This is an optimization exercise on Yosys and OpenROAD, whose aim is small area, not a production implementation.
Function was checked by simulation only, so behaviour that the tests miss may differ from the original.
Power figures rest on the tool's default switching activity, not on a simulated workload. The flow treats the clock pin as an ideal source, which a real chip does not have.

alpha:
==> flow/design.v (excerpt) <==
module reg_debug_tracker #(
  parameter int HOLD_FRAMES = 4,
  parameter int HOLD_W      = $clog2(HOLD_FRAMES + 1)
) (
  input  logic                 clk,
  input  logic                 reset,
  input  logic                 wb_we,
  input  logic [dbg_pkg::IDX_W-1:0] wb_rd,
  input  logic [dbg_pkg::XLEN-1:0]  wb_data,
  input  logic                 frame_start,
  input  logic                 freeze,
  output logic [dbg_pkg::NUM_REGS*dbg_pkg::XLEN-1:0] regs_out,
  output logic [dbg_pkg::NUM_REGS-1:0] changed_mask,
  output logic                 busy
);
For scale: ~2100 flip-flops, ~1100 I/O pins.
Settings: LEC_CHECK=0, CAP_MARGIN=0, CORE_MARGIN=2, CORE_UTILIZATION=60, PLACE_DENSITY=0.7, SLEW_MARGIN=0; clock period 5.0 ns.
standard.sh (not shown) runs the stock make flow with config.mk's settings and CLKGATE_MAP_FILE= SYNTH_SCRIPT=/design/flow/synth_recipe.tcl, a recipe that flattens the netlist after the stock synthesis.
==> flow/flow/run.sh <==
#!/bin/bash
# Standard ORFS layout (the standard.sh, unchanged synthesis), with two changes:
#  - port buffers are the smallest buffer, sky130_fd_sc_hd__buf_1, instead of the cell
#    buffer_ports picks by default;
#  - clock tree synthesis builds the tree from clkbuf_8 only, with sink clusters of at most
#    16 flip-flops within 45 um, and without dummy loads.
# make's full output goes to flow.log in the work folder; ORFS keeps each step's log under
# orfs/logs/.
set -euo pipefail
bash standard.sh \
  "BUFFER_PORTS_ARGS=-buffer_cell sky130_fd_sc_hd__buf_1" \
  "CTS_ARGS=-sink_clustering_enable -repair_clock_nets -dont_use_dummy_load -buf_list {sky130_fd_sc_hd__clkbuf_8} -sink_clustering_size 16 -sink_clustering_max_diameter 45" \
  finish > flow.log 2>&1
alpha: all stages complete, timing, DRC and antenna checks passed
Edits applied to the flow inputs when going from alpha to beta:
--- a/flow/flow/run.sh
+++ b/flow/flow/run.sh
@@ -4,4 +4,3 @@
 #    buffer_ports picks by default;
-#  - clock tree synthesis builds the tree from clkbuf_8 only, with sink clusters of at most
-#    16 flip-flops within 45 um, and without dummy loads.
+#  - clock tree synthesis runs without dummy loads.
 # make's full output goes to flow.log in the work folder; ORFS keeps each step's log under
--- a/flow/config.mk
+++ b/flow/config.mk
@@ -7,3 +7,3 @@
 export LEC_CHECK = 0
-export CAP_MARGIN = 0
+export CAP_MARGIN = 20
 export CORE_MARGIN = 2
@@ -11,2 +11,2 @@
 export PLACE_DENSITY = 0.7
-export SLEW_MARGIN = 0
+export SLEW_MARGIN = 20
Results
Setup slack: beta vs alpha up 0.034 ns. Per the comparison of beta with alpha, post-placement setup slack lost 0.014 ns; die outline area stayed essentially flat.


reg_debug_tracker, a different RTL version from the one above (not shown whole).
Size: about 5400 cells after synthesis, roughly 1100 I/O pins.
==> flow/config.mk <==
export PLATFORM = sky130hd
export DESIGN_NAME = reg_debug_tracker
export DESIGN_NICKNAME = reg_debug_tracker
export VERILOG_FILES = /design/flow/design.v
export SDC_FILE = /design/flow/constraint.sdc
export NUM_CORES = 4
export LEC_CHECK = 0
export CAP_MARGIN = 20
export CORE_MARGIN = 2
export CORE_UTILIZATION = 40
export PLACE_DENSITY = 0.6
export SLEW_MARGIN = 20
==> flow/constraint.sdc <==
create_clock -name core_clock -period 5.0 [get_ports {clk}]
set_input_delay 1.0000 -clock core_clock [delete_from_list [all_inputs] [get_ports {clk}]]
set_output_delay 1.0000 -clock core_clock [all_outputs]
set_load 0.01 [all_outputs]
==> flow/flow/run.sh <==
#!/bin/bash
# Standard ORFS layout (the standard.sh, unchanged synthesis), with two changes:
#  - port buffers are the smallest buffer, sky130_fd_sc_hd__buf_1, instead of the cell
#    buffer_ports picks by default;
#  - clock tree synthesis runs without dummy loads.
# make's full output goes to flow.log in the work folder; ORFS keeps each step's log under
# orfs/logs/.
set -euo pipefail
bash standard.sh \
  "BUFFER_PORTS_ARGS=-buffer_cell sky130_fd_sc_hd__buf_1" \
  "CTS_ARGS=-sink_clustering_enable -repair_clock_nets -dont_use_dummy_load" \
  finish > flow.log 2>&1
The first run produced a clean layout.
Change:
--- a/flow/flow/run.sh
+++ b/flow/flow/run.sh
@@ -10,3 +10,3 @@
   "BUFFER_PORTS_ARGS=-buffer_cell sky130_fd_sc_hd__buf_1" \
-  "CTS_ARGS=-sink_clustering_enable -repair_clock_nets -dont_use_dummy_load" \
+  "CTS_ARGS=-sink_clustering_enable -repair_clock_nets -dont_use_dummy_load -buf_list {sky130_fd_sc_hd__clkbuf_16} -sink_clustering_size 30 -sink_clustering_max_diameter 80" \
   finish > flow.log 2>&1
--- a/flow/config.mk
+++ b/flow/config.mk
@@ -9,4 +9,4 @@
 export CORE_MARGIN = 2
-export CORE_UTILIZATION = 40
-export PLACE_DENSITY = 0.6
+export CORE_UTILIZATION = 60
+export PLACE_DENSITY = 0.7
 export SLEW_MARGIN = 20
Outcome: The new run went through all stages and came out clean. Power fell by about a fifth. Routed wire length falls by a few percent. Sequential power stays flat. Fmax rose by a few percent. Clock skew fell by 0.046 ns. Die area goes down by a quarter to a third. Count of clock-buffer cells in the layout came out lower by 125. Global-route usage goes up by 12 points. Synthesized area does not change.
Change:
--- a/flow/flow/run.sh
+++ b/flow/flow/run.sh
@@ -10,3 +10,3 @@
   "BUFFER_PORTS_ARGS=-buffer_cell sky130_fd_sc_hd__buf_1" \
-  "CTS_ARGS=-sink_clustering_enable -repair_clock_nets -dont_use_dummy_load -buf_list {sky130_fd_sc_hd__clkbuf_16} -sink_clustering_size 30 -sink_clustering_max_diameter 80" \
+  "CTS_ARGS=-sink_clustering_enable -repair_clock_nets -dont_use_dummy_load -buf_list {sky130_fd_sc_hd__clkbuf_8 sky130_fd_sc_hd__clkbuf_16} -sink_clustering_size 20 -sink_clustering_max_diameter 60" \
   finish > flow.log 2>&1
After rerunning: The changed run produced a clean layout; sequential power stays flat; register-to-register slack improved by 0.05 ns; worst setup slack is better by 0.045 ns; design area rises by 1.9%; clock power rises by 30%.
Change:
==> flow/run.sh (new file) <==
#!/bin/bash
# synth_recipe.tcl (not shown) runs the flow's synth.tcl, then flattens the netlist and writes it again
# the make line also repeats each setting of config.mk as NAME=value (left out here)
make -C /OpenROAD-flow-scripts/flow DESIGN_CONFIG=/design/flow/config.mk WORK_HOME=/design/flow/orfs CLKGATE_MAP_FILE= SYNTH_SCRIPT=/design/flow/synth_recipe.tcl finish
--- a/flow/config.mk
+++ b/flow/config.mk
@@ -9,4 +9,4 @@
 export CORE_MARGIN = 2
-export CORE_UTILIZATION = 60
-export PLACE_DENSITY = 0.7
+export CORE_UTILIZATION = 40
+export PLACE_DENSITY = 0.6
 export SLEW_MARGIN = 20
removed: flow/flow/run.sh
removed: flow/standard.sh
Result:
- routed wire length grows by 9.1%
- cell count grows by 13%
- synthesized cell count stays the same
- global-route usage shrinks by 11 points


== job 714 ==
The RTL this note starts from:
==> flow/design.v <==
package dbg_pkg;
  localparam int NUM_REGS = 32;
  localparam int XLEN     = 32;
  localparam int IDX_W    = $clog2(NUM_REGS);
  typedef enum logic [1:0] {
    INIT,    
    IDLE,    
    PRIME,   
    COPY     
  } trk_state_t;
  typedef logic [XLEN-1:0]  word_t;
  typedef logic [IDX_W-1:0] reg_idx_t;
  localparam reg_idx_t LAST_IDX = reg_idx_t'(NUM_REGS - 1);
endpackage
import dbg_pkg::*;
module reg_shadow_ram (
  input  logic              clk,
  input  logic              we,
  input  dbg_pkg::reg_idx_t waddr,
  input  dbg_pkg::word_t    wdata,
  input  logic [dbg_pkg::NUM_REGS-1:0] clr,
  output logic [dbg_pkg::NUM_REGS*dbg_pkg::XLEN-1:0] words
);
  dbg_pkg::word_t mem [1:NUM_REGS-1];
  assign words[XLEN-1:0] = '0;
  for (genvar k = 1; k < NUM_REGS; k++) begin : g_word
    logic           sel, hold;
    dbg_pkg::word_t sel_v, hold_v;
    assign sel    = we && (waddr == k);
    assign hold   = !sel && !clr[k];
    assign sel_v  = {XLEN{sel}};
    assign hold_v = {XLEN{hold}};
    always_ff @(posedge clk) begin
      mem[k] <= (sel_v & wdata) | (hold_v & mem[k]);
    end
    assign words[XLEN*k +: XLEN] = mem[k];
  end
endmodule
import dbg_pkg::*;
module reg_debug_tracker #(
  parameter int HOLD_FRAMES = 4,
  parameter int HOLD_W      = $clog2(HOLD_FRAMES + 1)
) (
  input  logic                 clk,
  input  logic                 reset,
  input  logic                 wb_we,
  input  logic [dbg_pkg::IDX_W-1:0] wb_rd,
  input  logic [dbg_pkg::XLEN-1:0]  wb_data,
  input  logic                 frame_start,
  input  logic                 freeze,
  output logic [dbg_pkg::NUM_REGS*dbg_pkg::XLEN-1:0] regs_out,
  output logic [dbg_pkg::NUM_REGS-1:0] changed_mask,
  output logic                 busy
);
  localparam logic [HOLD_W-1:0] HOLD_LOAD = HOLD_W'(HOLD_FRAMES);
  dbg_pkg::trk_state_t        state;
  dbg_pkg::reg_idx_t          idx;        
  dbg_pkg::word_t             snap [1:NUM_REGS-1];  
  assign regs_out[XLEN-1:0] = '0;
  for (genvar g = 1; g < NUM_REGS; g++) begin : g_regs_out
    assign regs_out[XLEN*g +: XLEN] = snap[g];
  end
  logic frozen;
  assign frozen = freeze;
  logic wb_accept;
  logic frame_accept;
  assign wb_accept    = (state != INIT) && wb_we && (wb_rd != '0);
  assign frame_accept = (state == IDLE) && frame_start && !frozen;
  logic              pw_v;
  dbg_pkg::reg_idx_t pw_a;
  dbg_pkg::word_t    pw_d;
  logic [NUM_REGS*XLEN-1:0] shadow;
  logic [NUM_REGS-1:0]      idx_hit;    
  logic [NUM_REGS-1:0]      sweep_clr;
  always_ff @(posedge clk) begin
    pw_v <= wb_accept;
    pw_a <= wb_rd;
    pw_d <= wb_data;
  end
  for (genvar k = 0; k < NUM_REGS; k++) begin : g_idx_hit
    assign idx_hit[k]   = (idx == k);
    assign sweep_clr[k] = (state == INIT) && idx_hit[k];
  end
  reg_shadow_ram u_ram (
    .clk   (clk),
    .we    (pw_v),
    .waddr (pw_a),
    .wdata (pw_d),
    .clr   (sweep_clr),
    .words (shadow)
  );
  always_ff @(posedge clk) begin
    if (reset) begin
      state   <= INIT;
      idx     <= '0;
      busy    <= 1'b1;
    end else begin
      unique case (state)
        INIT: begin
          if (idx == LAST_IDX) begin
            state <= IDLE;
            idx   <= '0;
            busy  <= 1'b0;
          end else begin
            idx <= idx + 1'b1;
          end
        end
        IDLE: begin
          if (frame_accept) begin
            state   <= PRIME;
            idx     <= '0;
            busy    <= 1'b1;
          end
        end
        PRIME: begin
          state   <= COPY;
        end
        COPY: begin
          if (idx == LAST_IDX) begin
            state <= IDLE;
            idx   <= '0;
            busy  <= 1'b0;
          end else begin
            idx <= idx + 1'b1;
          end
        end
        default: begin
          state <= INIT;
          idx   <= '0;
          busy  <= 1'b1;
        end
      endcase
    end
  end
  for (genvar k = 1; k < NUM_REGS; k++) begin : g_snap
    logic           ld, ld_ok, hd_ok;
    dbg_pkg::word_t ld_v, hd_v;
    assign ld    = (state == COPY) && idx_hit[k];
    assign ld_ok = !reset && ld;
    assign hd_ok = !reset && !ld;
    assign ld_v  = {XLEN{ld_ok}};
    assign hd_v  = {XLEN{hd_ok}};
    always_ff @(posedge clk) begin
      snap[k] <= (ld_v & shadow[XLEN*k +: XLEN]) | (hd_v & snap[k]);
    end
  end
  localparam logic [2:0] HS_IDLE = 3'b000, HS_NEW = 3'b001, HS_HOLD = 3'b101;
  logic [2:0] hs [1:NUM_REGS-1];
  function automatic logic [2:0] hs_next(input logic [2:0] s, input logic w, input logic f);
    logic nz;    
    nz = (s != HS_IDLE) && (s != 3'b100);
    if (w) begin
      if (f) hs_next = nz ? HS_HOLD : HS_NEW;
      else   hs_next = (s[2] | s[1]) ? HS_HOLD : HS_NEW;
    end else if (f) begin
      case (s)
        HS_NEW, HS_HOLD: hs_next = 3'b011;
        3'b011:          hs_next = 3'b111;
        3'b111:          hs_next = 3'b110;
        3'b110:          hs_next = 3'b100;
        default:         hs_next = HS_IDLE;
      endcase
    end else begin
      hs_next = s;
    end
  endfunction
  assign changed_mask[0] = 1'b0;
  for (genvar i = 1; i < NUM_REGS; i++) begin : g_hs
    assign changed_mask[i] = hs[i][2] | hs[i][1];
    always_ff @(posedge clk) begin
      if (reset) hs[i] <= HS_IDLE;
      else       hs[i] <= hs_next(hs[i], wb_accept && (wb_rd == i), frame_accept);
    end
  end
endmodule
Settings: LEC_CHECK=0, CAP_MARGIN=20, CORE_MARGIN=2, CORE_UTILIZATION=40, PLACE_DENSITY=0.6, SLEW_MARGIN=20; clock period 5.0 ns.
==> flow/flow/run.sh <==
#!/bin/bash
# Standard ORFS layout (the standard.sh, unchanged synthesis), with two changes:
#  - port buffers are the smallest buffer, sky130_fd_sc_hd__buf_1, instead of the cell
#    buffer_ports picks by default;
#  - clock tree synthesis runs without dummy loads.
# make's full output goes to flow.log in the work folder; ORFS keeps each step's log under
# orfs/logs/.
set -euo pipefail
bash standard.sh \
  "BUFFER_PORTS_ARGS=-buffer_cell sky130_fd_sc_hd__buf_1" \
  "CTS_ARGS=-sink_clustering_enable -repair_clock_nets -dont_use_dummy_load -buf_list {sky130_fd_sc_hd__clkbuf_2 sky130_fd_sc_hd__clkbuf_4} -sink_clustering_size 20" \
  finish > flow.log 2>&1
Job 714: all stages complete, timing, DRC and antenna checks passed
Inputs modified between job 714 and job 666:
- CORE_UTILIZATION now 60, was 40
- PLACE_DENSITY now 0.7, was 0.6
--- a/flow/flow/run.sh
+++ b/flow/flow/run.sh
@@ -10,3 +10,3 @@
   "BUFFER_PORTS_ARGS=-buffer_cell sky130_fd_sc_hd__buf_1" \
-  "CTS_ARGS=-sink_clustering_enable -repair_clock_nets -dont_use_dummy_load -buf_list {sky130_fd_sc_hd__clkbuf_2 sky130_fd_sc_hd__clkbuf_4} -sink_clustering_size 20" \
+  "CTS_ARGS=-sink_clustering_enable -repair_clock_nets -dont_use_dummy_load -buf_list {sky130_fd_sc_hd__clkbuf_4 sky130_fd_sc_hd__clkbuf_8} -sink_clustering_size 16 -sink_clustering_max_diameter 40" \
   finish > flow.log 2>&1
==> run notes <==
Max net load switching power across job 714 and job 666: job 714. Job 714 → job 666: part of the cycle the worst path needs went down by 5.3 points; post-layout minimum cycle time went down by 260 ps.
> inputs changed (job 666 -> job 4483)
- changing PLACE_DENSITY from 0.7 to 0.6
- changing CORE_UTILIZATION from 60 to 40
--- a/flow/flow/run.sh
+++ b/flow/flow/run.sh
@@ -10,3 +10,3 @@
   "BUFFER_PORTS_ARGS=-buffer_cell sky130_fd_sc_hd__buf_1" \
-  "CTS_ARGS=-sink_clustering_enable -repair_clock_nets -dont_use_dummy_load -buf_list {sky130_fd_sc_hd__clkbuf_4 sky130_fd_sc_hd__clkbuf_8} -sink_clustering_size 16 -sink_clustering_max_diameter 40" \
+  "CTS_ARGS=-sink_clustering_enable -repair_clock_nets -dont_use_dummy_load -buf_list {sky130_fd_sc_hd__clkbuf_4 sky130_fd_sc_hd__clkbuf_8}" \
   finish > flow.log 2>&1
Findings:
Looking at job 4483 and job 666, the combinational power is a wash. Upper clock frequency limit: job 4483 worse than job 666. Sort job 4483 and job 666 by non-clock buffer count, descending, and job 4483 comes first. Routed wire length: job 4483 worse than job 666. On multi-input logic portion of the cell area: between job 4483 and job 666, it ends up lower for job 4483. Looking at share of the final layout cell area in sequential cells, job 4483 sits 2.7 points lower than job 666 does.


reg_debug_tracker, a different RTL version from the one above (not shown whole).
Size: ~5,400 cells after synthesis, roughly 2,100 flip-flops, about 1,100 I/O pins, about 66,000 sq um of cells after synthesis.
export LEC_CHECK = 0
export CAP_MARGIN = 5
export CORE_MARGIN = 2
export CORE_UTILIZATION = 60
export PLACE_DENSITY = 0.7
export SLEW_MARGIN = 5
create_clock -name core_clock -period 5.0 [get_ports {clk}]
==> flow/flow/run.sh <==
#!/bin/bash
# Standard ORFS layout (the standard.sh, unchanged synthesis), with two changes:
#  - port buffers are the smallest buffer, sky130_fd_sc_hd__buf_1, instead of the cell
#    buffer_ports picks by default;
#  - clock tree synthesis builds the tree from clkbuf_8 only, with sink clusters of at most
#    18 flip-flops within 45 um, and without dummy loads.
# make's full output goes to flow.log in the work folder; ORFS keeps each step's log under
# orfs/logs/.
set -euo pipefail
bash standard.sh \
  "BUFFER_PORTS_ARGS=-buffer_cell sky130_fd_sc_hd__buf_1" \
  "CTS_ARGS=-sink_clustering_enable -repair_clock_nets -dont_use_dummy_load -buf_list {sky130_fd_sc_hd__clkbuf_8} -sink_clustering_size 18 -sink_clustering_max_diameter 45" \
  finish > flow.log 2>&1
The starting point finished clean.
Next try:
==> flow/flow/run.sh (replaced) <==
#!/bin/bash
# Standard ORFS layout (the standard.sh, unchanged synthesis), with two changes:
#  - port buffers are the smallest buffer, sky130_fd_sc_hd__buf_1, instead of the cell
#    buffer_ports picks by default;
#  - clock tree synthesis builds the tree from clkbuf_8 only, with sink clusters of at most
#    16 flip-flops within 45 um, and without dummy loads.
# make's full output goes to flow.log in the work folder; ORFS keeps each step's log under
# orfs/logs/.
set -euo pipefail
bash standard.sh \
  "BUFFER_PORTS_ARGS=-buffer_cell sky130_fd_sc_hd__buf_1" \
  "CTS_ARGS=-sink_clustering_enable -repair_clock_nets -dont_use_dummy_load -buf_list {sky130_fd_sc_hd__clkbuf_8} -sink_clustering_size 16 -sink_clustering_max_diameter 45" \
  finish > flow.log 2>&1
After rerunning: Global-route usage barely changes. Clock skew went down by 39 ps. Total power went up by 0.43%. Routed wire length barely changes. Flip-flop and latch count does not change. Design area stays flat. Maximum frequency went down by 0.85%.

-- separate check: timing with driven ports --
The results above use ideal ports. As a check the final layouts listed here were re-extracted and re-timed, cells and wires unchanged.
Step 1 sets driving cells, clkbuf_16 on the clock port and buf_2 on the other inputs (assumed; they add their load-dependent delay and slew).
Step 2, shift: input delay + t, output delay - t, t = (earliest + latest rising clock arrival at the registers) / 2. This alone moves slack from input paths to output paths.
Three values: ideal ports, drivers, drivers and shift; two values: the first two.
run	t (ns)	setup slack, ns	worst hold slack (ns)
alpha	0.958	1.928 / 1.928 / 1.724	0.172 / 0.108 / 0.418
beta	0.936	1.962 / 1.962 / 1.669	0.196 / 0.138 / 0.426
the first run of note 2	0.906	1.905 / 1.905 / 1.471	0.236 / 0.168 / 0.402
the second run of note 2	0.778	2.009 / 2.009 / 1.481	0.376 / 0.314 / 0.459
the third run of note 2	0.819	2.055 / 2.055 / 1.433	0.319 / 0.263 / 0.430
the fourth run of note 2	0.937	1.893 / 1.860 / 1.568	0.444 / 0.444 / 0.444
job 714	1.460	1.766 / 1.679 / 1.312	0.261 / 0.197 / 0.325
job 666	0.971	2.029 / 2.029 / 1.476	0.179 / 0.118 / 0.420
job 4483	1.102	1.894 / 1.894 / 1.437	0.235 / 0.208 / 0.417
the first run of note 4	0.945	1.954 / 1.954 / 1.687	0.183 / 0.121 / 0.407
the second run of note 4	0.958	1.928 / 1.928 / 1.724	0.172 / 0.108 / 0.418
After both steps setup and hold are still met in every run listed. The setup slack of the third run of note 2, which loses most, moves by 0.000 ns with the drivers and by -0.622 ns with both steps.
